Background: an optimization exercise with open tools, aiming at small area, a short achievable clock period and few clock cycles per item. Do not read the settings as production practice.
RTL that was checked went through simulation tests only; none was proved equivalent to the original.
No activity file was given, so power comes from the tool's default toggle rates.

==> run M <==
// lmfe_top
module lmfe_top (
    input  logic             clk,
    input  logic             reset,
    input  logic             in_en,
    input  lmfe_pkg::pixel_t Din,
    output logic             busy,
    output logic             out_valid,
    output lmfe_pkg::pixel_t Dout
);
    logic [5:0]                we;
    logic [7:0]                wpix;
    lmfe_pkg::lag_t            lag;
    logic [47:0]               rd;
    logic [7:0]                prd;
    logic [55:0]               col_pix;
    logic                      emit;
    lmfe_pkg::col_t            rc;
    row_loader i_loader (
        .clk   (clk),
        .reset (reset),
        .in_en (in_en),
        .Din   (Din),
        .emit  (emit),
        .busy  (busy),
        .we    (we),
        .wpix  (wpix),
        .rc    (rc),
        .lag   (lag),
        .prd   (prd)
    );
    line_buffer i_lbuf (
        .clk  (clk),
        .we   (we),
        .wpix (wpix),
        .rd   (rd)
    );
    window_scanner i_scan (
        .clk     (clk),
        .reset   (reset),
        .rc      (rc),
        .lag     (lag),
        .rd      (rd),
        .prd     (prd),
        .col_pix (col_pix),
        .emit    (emit)
  ...
==> flow/config.mk <==
export PLATFORM = sky130hd
export DESIGN_NAME = lmfe_top
export DESIGN_NICKNAME = lmfe_top
export VERILOG_FILES = /design/flow/design.v
export SDC_FILE = /design/flow/constraint.sdc
export NUM_CORES = 8
export LEC_CHECK = 0
export ABC_AREA = 1
export CAP_MARGIN = 20
export CELL_PAD_IN_SITES_DETAIL_PLACEMENT = 0
export CELL_PAD_IN_SITES_GLOBAL_PLACEMENT = 1
export CORE_MARGIN = 2
export CORE_UTILIZATION = 55
export CTS_BUF_LIST = sky130_fd_sc_hd__clkbuf_16
export CTS_CLUSTER_DIAMETER = 70
export CTS_CLUSTER_SIZE = 30
export PLACE_DENSITY = 0.68
export SLEW_MARGIN = 20
==> flow/constraint.sdc <==
create_clock -name core_clock -period 15.0 [get_ports {clk}]
set_input_delay 3.0000 -clock core_clock [delete_from_list [all_inputs] [get_ports {clk}]]
set_output_delay 3.0000 -clock core_clock [all_outputs]
set_load 0.01 [all_outputs]
standard.sh (not shown) runs the stock make flow with config.mk's settings and CLKGATE_MAP_FILE= SYNTH_SCRIPT=/design/flow/synth_recipe.tcl, a recipe that flattens the netlist after the stock synthesis.
==> flow/flow/run.sh <==
#!/bin/bash
# The standard layout (standard.sh, unchanged synthesis), with ORFS's
# repair_timing asked to leave more setup slack than the 15 ns clock needs,
# so that the achieved period shrinks. Gate cloning is off so that no
# register is ever copied. Every port still gets a buffer; buffer_ports is
# only told which buffer cell to use. make's output goes to standard.log
# here; each ORFS step also keeps its own log under orfs/logs/.
set -euo pipefail
cd "$(dirname "$0")/.."
export SETUP_SLACK_MARGIN=10.7
export SKIP_GATE_CLONING=1
export BUFFER_PORTS_ARGS="-buffer_cell sky130_fd_sc_hd__buf_4"
bash standard.sh > standard.log 2>&1
==> inputs of run P, as changes to run M <==
==> flow/run.sh (new file) <==
#!/bin/bash
# synth_recipe.tcl (not shown) runs the flow's synth.tcl, then flattens the netlist and writes it again
# the make line also repeats each setting of config.mk as NAME=value (left out here)
make -C /OpenROAD-flow-scripts/flow DESIGN_CONFIG=/design/flow/config.mk WORK_HOME=/design/flow/orfs CLKGATE_MAP_FILE= SYNTH_SCRIPT=/design/flow/synth_recipe.tcl finish
ABC_AREA = unset   (was 1)
ABC_CLOCK_PERIOD_IN_PS = 4000   (was unset)
CTS_CLUSTER_DIAMETER = 100   (was 70)
CTS_CLUSTER_SIZE = 25   (was 30)
SETUP_SLACK_MARGIN = 5   (was unset)
removed: flow/flow/run.sh
removed: flow/standard.sh
==> inputs of run A, as changes to run M <==
--- a/flow/design.v
+++ b/flow/design.v
@@ -2,17 +2,17 @@
     localparam int IMG_W      = 128;
     localparam int IMG_H      = 128;
     localparam int WIN        = 7;
     localparam int HALF       = 3;          
     localparam int MEDIAN_IDX = 24;         
     localparam int ROW_SLOTS  = 6;          
     localparam int PEND       = 8;          
     localparam int WR_AT      = PEND;       
-    localparam int FIFO_DEPTH = 2;          
+    localparam int FIFO_DEPTH = 4;          
     localparam int NEL        = WIN * WIN;  
     localparam int LAG_NEED   = HALF * IMG_W + HALF + 1;
     localparam int LAG_WMAX   = HALF * IMG_W - HALF - 1;
     typedef logic [7:0] pixel_t;
     typedef logic [6:0] col_t;
     typedef logic [2:0] slot_t;
     typedef logic [9:0] lag_t;
 endpackage
@@ -38,49 +38,48 @@
     input  logic                clk,
     input  logic                reset,
     input  logic                in_en,
     input  lmfe_pkg::pixel_t    Din,
     input  logic                emit,        
     output logic                busy,
     output logic [5:0]          we,
     output logic [7:0]          wpix,
+    output lmfe_pkg::col_t      ph,
     output lmfe_pkg::col_t      rc,          
     output lmfe_pkg::lag_t      lag,         
     output logic [7:0]          prd          
 );
     localparam int F  = lmfe_pkg::FIFO_DEPTH;
-    localparam int AW = 1;                   
+    localparam int AW = 2;                   
     localparam int P  = lmfe_pkg::PEND;
     localparam int PW = 3;                   
     logic [F*8-1:0] fifo;
     logic [AW-1:0]  rptr;
     logic [AW-1:0]  wptr;
     logic [AW:0]    cnt;
     logic [AW:0]    cnt_nxt;
     logic [P*8-1:0] pend;                    
     logic [PW:0]    pcnt;
     lmfe_pkg::col_t lcol;                    
     lmfe_pkg::col_t wcol;                    
     lmfe_pkg::col_t wc7;                     
-    lmfe_pkg::col_t ph;                      
     lmfe_pkg::lag_t lagw;                    
     logic           rebase;
     logic [2:0]     wring;                   
     logic           take;
     logic           idle;
     logic           ld;
     logic           wr;
-    assign ph   = rc + 1'b1;
     assign take = in_en && !busy;
     assign idle = (lag == '0);
     assign wr   = (pcnt != '0) && (rc == wc7) && (lagw <= lmfe_pkg::lag_t'(lmfe_pkg::LAG_WMAX));
     assign rebase = idle && (cnt != '0);
     assign ld   = (cnt != '0) && (idle || (ph == lcol)) && ((pcnt != (PW+1)'(P)) || wr);
-    assign wpix = pend[8*ph[PW-1:0] +: 8];
+    assign wpix = pend[8*wcol[PW-1:0] +: 8];
     assign cnt_nxt = cnt + {{AW{1'b0}}, take} - {{AW{1'b0}}, ld};
     for (genvar k = 0; k < lmfe_pkg::ROW_SLOTS; k++) begin : g_we
         assign we[k] = wr && (wring == 3'(k));
     end
     always_ff @(posedge clk) begin
         if (take) begin
             fifo[8*wptr +: 8] <= Din;
         end
@@ -95,16 +94,17 @@
             wptr  <= '0;
             cnt   <= '0;
             busy  <= 1'b0;
             pcnt  <= '0;
             lcol  <= '0;
             wcol  <= '0;
             wc7   <= lmfe_pkg::col_t'(lmfe_pkg::WR_AT - 1);
             wring <= '0;
+            ph    <= '0;
             rc    <= '1;
             lag   <= '0;
             lagw  <= '0;
         end else begin
             if (take) begin
                 wptr <= wptr + 1'b1;
             end
             if (ld) begin
@@ -114,18 +114,19 @@
             if (wr) begin
                 wcol <= wcol + 1'b1;
                 wc7  <= wc7 + 1'b1;
                 if (wcol == lmfe_pkg::col_t'(lmfe_pkg::IMG_W - 1)) begin
                     wring <= (wring == 3'(lmfe_pkg::ROW_SLOTS - 1)) ? '0 : wring + 1'b1;
                 end
             end
             cnt  <= cnt_nxt;
-            busy <= (cnt_nxt == (AW+1)'(F));
+            busy <= ((cnt + (AW+1)'(take)) == (AW+1)'(F));
             pcnt <= pcnt + (PW+1)'(ld) - (PW+1)'(wr);
+            ph   <= (rebase ? lcol : ph) + 1'b1;
             rc   <= rebase ? lcol : ph;
             case ({ld, emit})
                 2'b10:   lag <= lag + 1'b1;
                 2'b01:   lag <= lag - 1'b1;
                 default: lag <= lag;
             endcase
             case ({wr, emit})
                 2'b10:   lagw <= lagw + 1'b1;
@@ -141,69 +142,74 @@
     input  logic                    reset,
     input  lmfe_pkg::col_t          rc,
     input  lmfe_pkg::lag_t          lag,
     input  logic [47:0]             rd,
     input  logic [7:0]              prd,
     output logic [55:0]             col_pix,    
     output logic                    emit        
 );
+    lmfe_pkg::col_t  xp;                       
     lmfe_pkg::col_t  ecol;                     
     lmfe_pkg::col_t  row;                      
     lmfe_pkg::slot_t top;                      
     logic            tail;
     logic [6:0]      vis;                      
     logic [5:0]      on_adv;                   
+    logic [5:0]      on_adv_q;
+    logic            p_adv_q;
     logic [5:0]      ring_on;
     logic            p_on;                     
     lmfe_pkg::col_t  row_n;
     lmfe_pkg::slot_t top_n;
     logic            adv;                      
-    assign tail = (ecol < lmfe_pkg::col_t'(lmfe_pkg::HALF));
+    assign tail = (xp > lmfe_pkg::col_t'(lmfe_pkg::IMG_W - lmfe_pkg::HALF - 1));
     assign emit = (rc == ecol)
                && (tail || (row > lmfe_pkg::col_t'(lmfe_pkg::IMG_H - lmfe_pkg::HALF - 1))
                    || (lag >= lmfe_pkg::lag_t'(lmfe_pkg::LAG_NEED)));
-    assign adv  = emit && (ecol == lmfe_pkg::col_t'(lmfe_pkg::IMG_W - 1));
+    assign adv  = emit && (xp == lmfe_pkg::col_t'(lmfe_pkg::IMG_W - lmfe_pkg::HALF - 1));
     assign row_n = row + 1'b1;
     assign top_n = (top == lmfe_pkg::slot_t'(lmfe_pkg::ROW_SLOTS - 1)) ? '0 : top + 1'b1;
     always_comb begin
         for (int j = 0; j < lmfe_pkg::WIN; j++) begin
-            if (j < lmfe_pkg::HALF) begin
-                vis[j] = (row_n >= lmfe_pkg::col_t'(lmfe_pkg::HALF - j));
-            end else begin
-                vis[j] = (row_n <= lmfe_pkg::col_t'(lmfe_pkg::IMG_H - 1 + lmfe_pkg::HALF - j));
+            vis[j] = (int'(row_n) + j >= lmfe_pkg::HALF) && (int'(row_n) + j <= lmfe_pkg::IMG_H - 1 + lmfe_pkg::HALF);
+        end
+        for (int k = 0; k < lmfe_pkg::ROW_SLOTS; k++) begin
+            on_adv[k] = 1'b0;
+            for (int j = 0; j < lmfe_pkg::ROW_SLOTS; j++) begin
+                if (((int'(top_n) + j) % lmfe_pkg::ROW_SLOTS) == k) begin
+                    on_adv[k] = vis[j];
+                end
             end
         end
-        case (top_n)
-            3'd0:    on_adv = vis[5:0];
-            3'd1:    on_adv = {vis[4:0], vis[5]};
-            3'd2:    on_adv = {vis[3:0], vis[5:4]};
-            3'd3:    on_adv = {vis[2:0], vis[5:3]};
-            3'd4:    on_adv = {vis[1:0], vis[5:2]};
-            default: on_adv = {vis[0], vis[5:1]};
-        endcase
     end
     for (genvar k = 0; k < lmfe_pkg::ROW_SLOTS; k++) begin : g_mask
         assign col_pix[8*k +: 8] = rd[8*k +: 8] & {8{ring_on[k]}};
     end
     assign col_pix[55:48] = prd & {8{p_on}};
+    always_ff @(posedge clk) begin
+        on_adv_q <= on_adv;
+        p_adv_q  <= vis[6];
+    end
     always_ff @(posedge clk or posedge reset) begin
         if (reset) begin
+            xp      <= '0;
             ecol    <= lmfe_pkg::col_t'(lmfe_pkg::HALF);
             row     <= '0;
             top     <= lmfe_pkg::slot_t'(lmfe_pkg::ROW_SLOTS - lmfe_pkg::HALF);
             ring_on <= 6'b000111;              
             p_on    <= 1'b1;
         end else if (emit) begin
+            xp   <= xp + 1'b1;
             ecol <= ecol + 1'b1;
             if (adv) begin
                 row     <= row_n;
                 top     <= top_n;
-                ring_on <= on_adv;
-                p_on    <= vis[6];
+                ring_on <= on_adv_q;
+                p_on    <= p_adv_q;
             end
         end
     end
 endmodule
 `timescale 1ns/1ps
 module median_rank49 (
     input  logic                    clk,
     input  logic                    reset,
@@ -215,16 +221,17 @@
 );
     localparam int W  = lmfe_pkg::WIN;
     localparam int NS = 7;                     
     localparam int NX = W + NS - 1;            
     localparam int CB = 8 * W;                 
     logic [CB-1:0] s0, s1, s2, s3, s4, s5, s6;
     logic [CB-1:0] s2_q, s4_q;
     logic          e1, e2;
+    lmfe_pkg::col_t rc1, rc2;
     assign s0 = col_pix;
     cmp_swap i_cx0_06 (.a(s0[7:0]), .b(s0[55:48]), .lo(s1[7:0]), .hi(s1[55:48]));
     cmp_swap i_cx0_23 (.a(s0[23:16]), .b(s0[31:24]), .lo(s1[23:16]), .hi(s1[31:24]));
     cmp_swap i_cx0_45 (.a(s0[39:32]), .b(s0[47:40]), .lo(s1[39:32]), .hi(s1[47:40]));
     assign s1[15:8] = s0[15:8];
     cmp_swap i_cx1_02 (.a(s1[7:0]), .b(s1[23:16]), .lo(s2[7:0]), .hi(s2[23:16]));
     cmp_swap i_cx1_14 (.a(s1[15:8]), .b(s1[39:32]), .lo(s2[15:8]), .hi(s2[39:32]));
     cmp_swap i_cx1_36 (.a(s1[31:24]), .b(s1[55:48]), .lo(s2[31:24]), .hi(s2[55:48]));
@@ -260,33 +267,31 @@
     logic [NS*8-1:0]           m_in;
     logic [NS-1:0]             v_in;
     logic [NS*W*7-1:0]         ge;
     logic [NS-1:0]             m;
     logic [3*W*3-1:0]          g0;             
     logic [2:0]                m0;             
     logic [1:0]                top2;           
     logic [W-1:0]              colv;           
-    lmfe_pkg::col_t            rc_v;           
-    assign rc_v = rc - lmfe_pkg::col_t'(2);
     always_comb begin
         for (int p = 0; p < W; p++) begin
             tq[p]       = s6[8*p + 7] | s6[8*p + 6];
             tq[W + p]   = s6[8*p + 7];
             tq[2*W + p] = s6[8*p + 7] & s6[8*p + 6];
         end
         for (int q = 0; q < 3; q++) begin
             gnew[3*q + 2] = !tq[W*q + 3];
             gnew[3*q + 1] = (!tq[W*q + 1] && tq[W*q + 3]) || !tq[W*q + 5];
             gnew[3*q + 0] = (!tq[W*q + 0] && tq[W*q + 1]) || (!tq[W*q + 2] && tq[W*q + 3])
                          || (!tq[W*q + 4] && tq[W*q + 5]) || !tq[W*q + 6];
         end
         for (int j = 0; j < W; j++) begin
-            colv[j] = (rc_v >= lmfe_pkg::col_t'(lmfe_pkg::HALF)) ? (rc_v >= lmfe_pkg::col_t'(j))
-                                                                  : (rc_v < lmfe_pkg::col_t'(j));
+            colv[j] = (rc2 >= lmfe_pkg::col_t'(lmfe_pkg::HALF)) ? (rc2 >= lmfe_pkg::col_t'(j))
+                                                                 : (rc2 < lmfe_pkg::col_t'(j));
         end
         for (int q = 0; q < 3; q++) begin
             for (int j = 0; j < W; j++) begin
                 g0[3*(W*q+j) +: 3] = colv_q[j] ? xg[9*j + 3*q +: 3] : 3'd7;
             end
         end
         top2[1] = m0[1];
         top2[0] = m0[1] ? m0[2] : m0[0];
@@ -324,16 +329,18 @@
     end
     for (genvar k = 1; k < NS; k++) begin : g_sk
         sum7_le24 i_sum (.g(g[3*W*k +: 3*W]), .le(m[k]));
     end
     assign m[0] = 1'b0;                        
     always_ff @(posedge clk) begin
         s2_q   <= s2;
         s4_q   <= s4;
+        rc1    <= rc;
+        rc2    <= rc1;
         colv_q <= colv;
         xg     <= {xg[(W-1)*9-1:0], gnew};
         xd     <= {xd[(NX-1)*CB-1:0], s6};
         lo_q[3*W-1:0] <= lo_in[3*W-1:0];
         hi_q[3*W-1:0] <= hi_in[3*W-1:0];
         m_q[7:0]      <= m_in[7:0];
         for (int k = 1; k < NS; k++) begin
             lo_q[3*W*k +: 3*W] <= m[k] ? g[3*W*k +: 3*W] : lo_in[3*W*k +: 3*W];
@@ -357,61 +364,34 @@
             out_valid <= v_in[NS-1];
         end
     end
 endmodule
 module sum7_le24 (
     input  logic [20:0] g,                     
     output logic        le
 );
-    logic [6:0]  s0 [3], s1 [3], s2 [3], s3 [3], s4 [3], s5 [3], s6 [3];
-    logic [7:0]  th [3];                       
-    logic [7:0]  ca;                           
-    int          k;
+    localparam logic [511:0] LE24 = 512'h00000000000000000000000000000001000000000001071f00000001071f7fff0001071f7fffffff071f7fffffffffff7fffffffffffffffffffffffffffffff;
+    logic [8:0]  n;                            
+    logic [6:0]  pl;
+    logic        fs1, fs2, fc1, fc2, fc3;
     always_comb begin
         for (int b = 0; b < 3; b++) begin
-            for (int j = 0; j < 7; j++) s0[b][j] = g[3*j + b];
-            s1[b] = s0[b];
-            {s1[b][0], s1[b][6]} = {s0[b][0] & s0[b][6], s0[b][0] | s0[b][6]};
-            {s1[b][2], s1[b][3]} = {s0[b][2] & s0[b][3], s0[b][2] | s0[b][3]};
-            {s1[b][4], s1[b][5]} = {s0[b][4] & s0[b][5], s0[b][4] | s0[b][5]};
-            s2[b] = s1[b];
-            {s2[b][0], s2[b][2]} = {s1[b][0] & s1[b][2], s1[b][0] | s1[b][2]};
-            {s2[b][1], s2[b][4]} = {s1[b][1] & s1[b][4], s1[b][1] | s1[b][4]};
-            {s2[b][3], s2[b][6]} = {s1[b][3] & s1[b][6], s1[b][3] | s1[b][6]};
-            s3[b] = s2[b];
-            {s3[b][0], s3[b][1]} = {s2[b][0] & s2[b][1], s2[b][0] | s2[b][1]};
-            {s3[b][2], s3[b][5]} = {s2[b][2] & s2[b][5], s2[b][2] | s2[b][5]};
-            {s3[b][3], s3[b][4]} = {s2[b][3] & s2[b][4], s2[b][3] | s2[b][4]};
-            s4[b] = s3[b];
-            {s4[b][1], s4[b][2]} = {s3[b][1] & s3[b][2], s3[b][1] | s3[b][2]};
-            {s4[b][4], s4[b][6]} = {s3[b][4] & s3[b][6], s3[b][4] | s3[b][6]};
-            s5[b] = s4[b];
-            {s5[b][2], s5[b][3]} = {s4[b][2] & s4[b][3], s4[b][2] | s4[b][3]};
-            {s5[b][4], s5[b][5]} = {s4[b][4] & s4[b][5], s4[b][4] | s4[b][5]};
-            s6[b] = s5[b];
-            {s6[b][1], s6[b][2]} = {s5[b][1] & s5[b][2], s5[b][1] | s5[b][2]};
-            {s6[b][3], s6[b][4]} = {s5[b][3] & s5[b][4], s5[b][3] | s5[b][4]};
-            {s6[b][5], s6[b][6]} = {s5[b][5] & s5[b][6], s5[b][5] | s5[b][6]};
-            th[b][0] = 1'b1;
-            for (int i = 1; i < 8; i++) th[b][i] = s6[b][7 - i];
-        end
-        ca[0] = 1'b1;
-        for (int a = 1; a < 8; a++) begin
-            ca[a] = 1'b1;
-            for (int b = 0; b < 8; b++) begin
-                k = 24 - 4*a - 2*b;
-                if (k < 7) begin
-                    ca[a] = ca[a] & !(((b > 0) ? th[1][b] : 1'b1) & ((k >= 0) ? th[0][k + 1] : 1'b1));
-                end
-            end
+            for (int j = 0; j < 7; j++) pl[j] = g[3*j + b];
+            fs1 = pl[0] ^ pl[1] ^ pl[2];
+            fc1 = (pl[0] & pl[1]) | (pl[0] & pl[2]) | (pl[1] & pl[2]);
+            fs2 = pl[3] ^ pl[4] ^ pl[5];
+            fc2 = (pl[3] & pl[4]) | (pl[3] & pl[5]) | (pl[4] & pl[5]);
+            n[3*b + 0] = fs1 ^ fs2 ^ pl[6];
+            fc3 = (fs1 & fs2) | (fs1 & pl[6]) | (fs2 & pl[6]);
+            n[3*b + 1] = fc1 ^ fc2 ^ fc3;
+            n[3*b + 2] = (fc1 & fc2) | (fc1 & fc3) | (fc2 & fc3);
         end
-        le = 1'b1;
-        for (int a = 1; a < 8; a++) le = le & (!th[2][a] | ca[a]);
     end
+    assign le = LE24[n];
 endmodule
 module cmp_swap (
     input  logic [7:0] a,
     input  logic [7:0] b,
     output logic [7:0] lo,
     output logic [7:0] hi
 );
     logic [7:0] g1, e1;
@@ -443,31 +423,33 @@
     input  logic             in_en,
     input  lmfe_pkg::pixel_t Din,
     output logic             busy,
     output logic             out_valid,
     output lmfe_pkg::pixel_t Dout
 );
     logic [5:0]                we;
     logic [7:0]                wpix;
+    lmfe_pkg::col_t            ph;
     lmfe_pkg::lag_t            lag;
     logic [47:0]               rd;
     logic [7:0]                prd;
     logic [55:0]               col_pix;
     logic                      emit;
     lmfe_pkg::col_t            rc;
     row_loader i_loader (
         .clk   (clk),
         .reset (reset),
         .in_en (in_en),
         .Din   (Din),
         .emit  (emit),
         .busy  (busy),
         .we    (we),
         .wpix  (wpix),
+        .ph    (ph),
         .rc    (rc),
         .lag   (lag),
         .prd   (prd)
     );
     line_buffer i_lbuf (
         .clk  (clk),
         .we   (we),
         .wpix (wpix),
==> flow/flow/run.sh (replaced) <==
#!/bin/bash
# The standard layout (standard.sh, unchanged synthesis), with ORFS's
# repair_timing asked to leave more setup slack than the 15 ns clock needs,
# so that the achieved period shrinks. Gate cloning is off so that no
# register is ever copied. Every port still gets a buffer; buffer_ports is
# only told which buffer cell to use. make's output goes to standard.log
# here; each ORFS step also keeps its own log under orfs/logs/.
set -euo pipefail
cd "$(dirname "$0")/.."
export SETUP_SLACK_MARGIN=10.5
export SKIP_GATE_CLONING=1
export BUFFER_PORTS_ARGS="-buffer_cell sky130_fd_sc_hd__buf_4"
bash standard.sh > standard.log 2>&1
CTS_CLUSTER_DIAMETER = 100   (was 70)
CTS_CLUSTER_SIZE = 25   (was 30)
==> qor summary <==
quantity	run M	run A	run P
Number of flops mapped to enable cells by yosys	80	96	80
Number of non-clock inverters	860	788	314
Setup slack on the worst flop-to-flop path	11.00 ns	10.32 ns	8.90 ns
Period minus WS final	4.493 ns	4.684 ns	6.104 ns
Synthesized netlist net count	13520	12600	11910
Library cell contributing the largest single delay on the critical path	sky130_fd_sc_hd__dfrtp_2	sky130_fd_sc_hd__fa_1	sky130_fd_sc_hd__dfstp_2
Detail-routed via count per cell	4.624	4.650	4.895
Clock net power	0.00980 W	0.00975 W	0.00958 W
CTS-repair resized insts	38	196	0
TritonCTS Buffers	308	337	332
Detailed Route Iter0 Violations	5232	4895	5383
Critical path's largest stage delay	0.46 ns	0.51 ns	1.06 ns
Compound-Gate Fraction of Synth Area	0.02832	0.04472	0.05857
Mean Syn Cell Area	13.08 µm²	14.15 µm²	14.92 µm²
Setup crit start	i_rank.out_valid	i_rank.colv_q[5]	i_loader.rc[0]
Sequential cell area fraction in the yosys report	0.8374	0.8480	0.8346
Max layer used	met4	met5	met4
Run status	finished clean	finished clean	finished clean
Testbench counts of run M, summed over its fixed seeds: cycles 99,498, frames 6.
Testbench counts of run P, summed over its fixed seeds: cycles 99,498, frames 6.
Function not checked in run A: the RTL went through the layout flow alone.

## port drivers added, routing unchanged
Ports are ideal in the flow. The routed layouts listed here were re-timed in OpenROAD.
Step 1, drivers: a clkbuf_16 drives clk and a buf_2 each remaining input, both assumed.
Step 2 adds t to the input delays and takes it off the output delays; t is the mean of the earliest and latest rising clock arrival at the registers after step 1. Input paths then give back, and output paths get back, about the clock's delay inside the block.
a / b / c = ideal / step 1 / step 2; a / b = the first two.
run	t (ns)	slack for setup (ns)	worst setup path at the end	slew at the worst register clock pin (ns)
run M	1.006	10.508 / 10.410 / 10.393	input, reset recovery	0.11 / 0.11
run P	0.987	8.896 / 8.896 / 8.896	register to register	0.10 / 0.10
run A	1.003	10.316 / 10.316 / 10.081	input to register	0.11 / 0.11
After both steps every run listed still meets setup and hold. The setup slack of run A, which loses most, moves by 0.000 ns with the drivers and by -0.235 ns with both steps. Setup slack includes reset recovery checks.
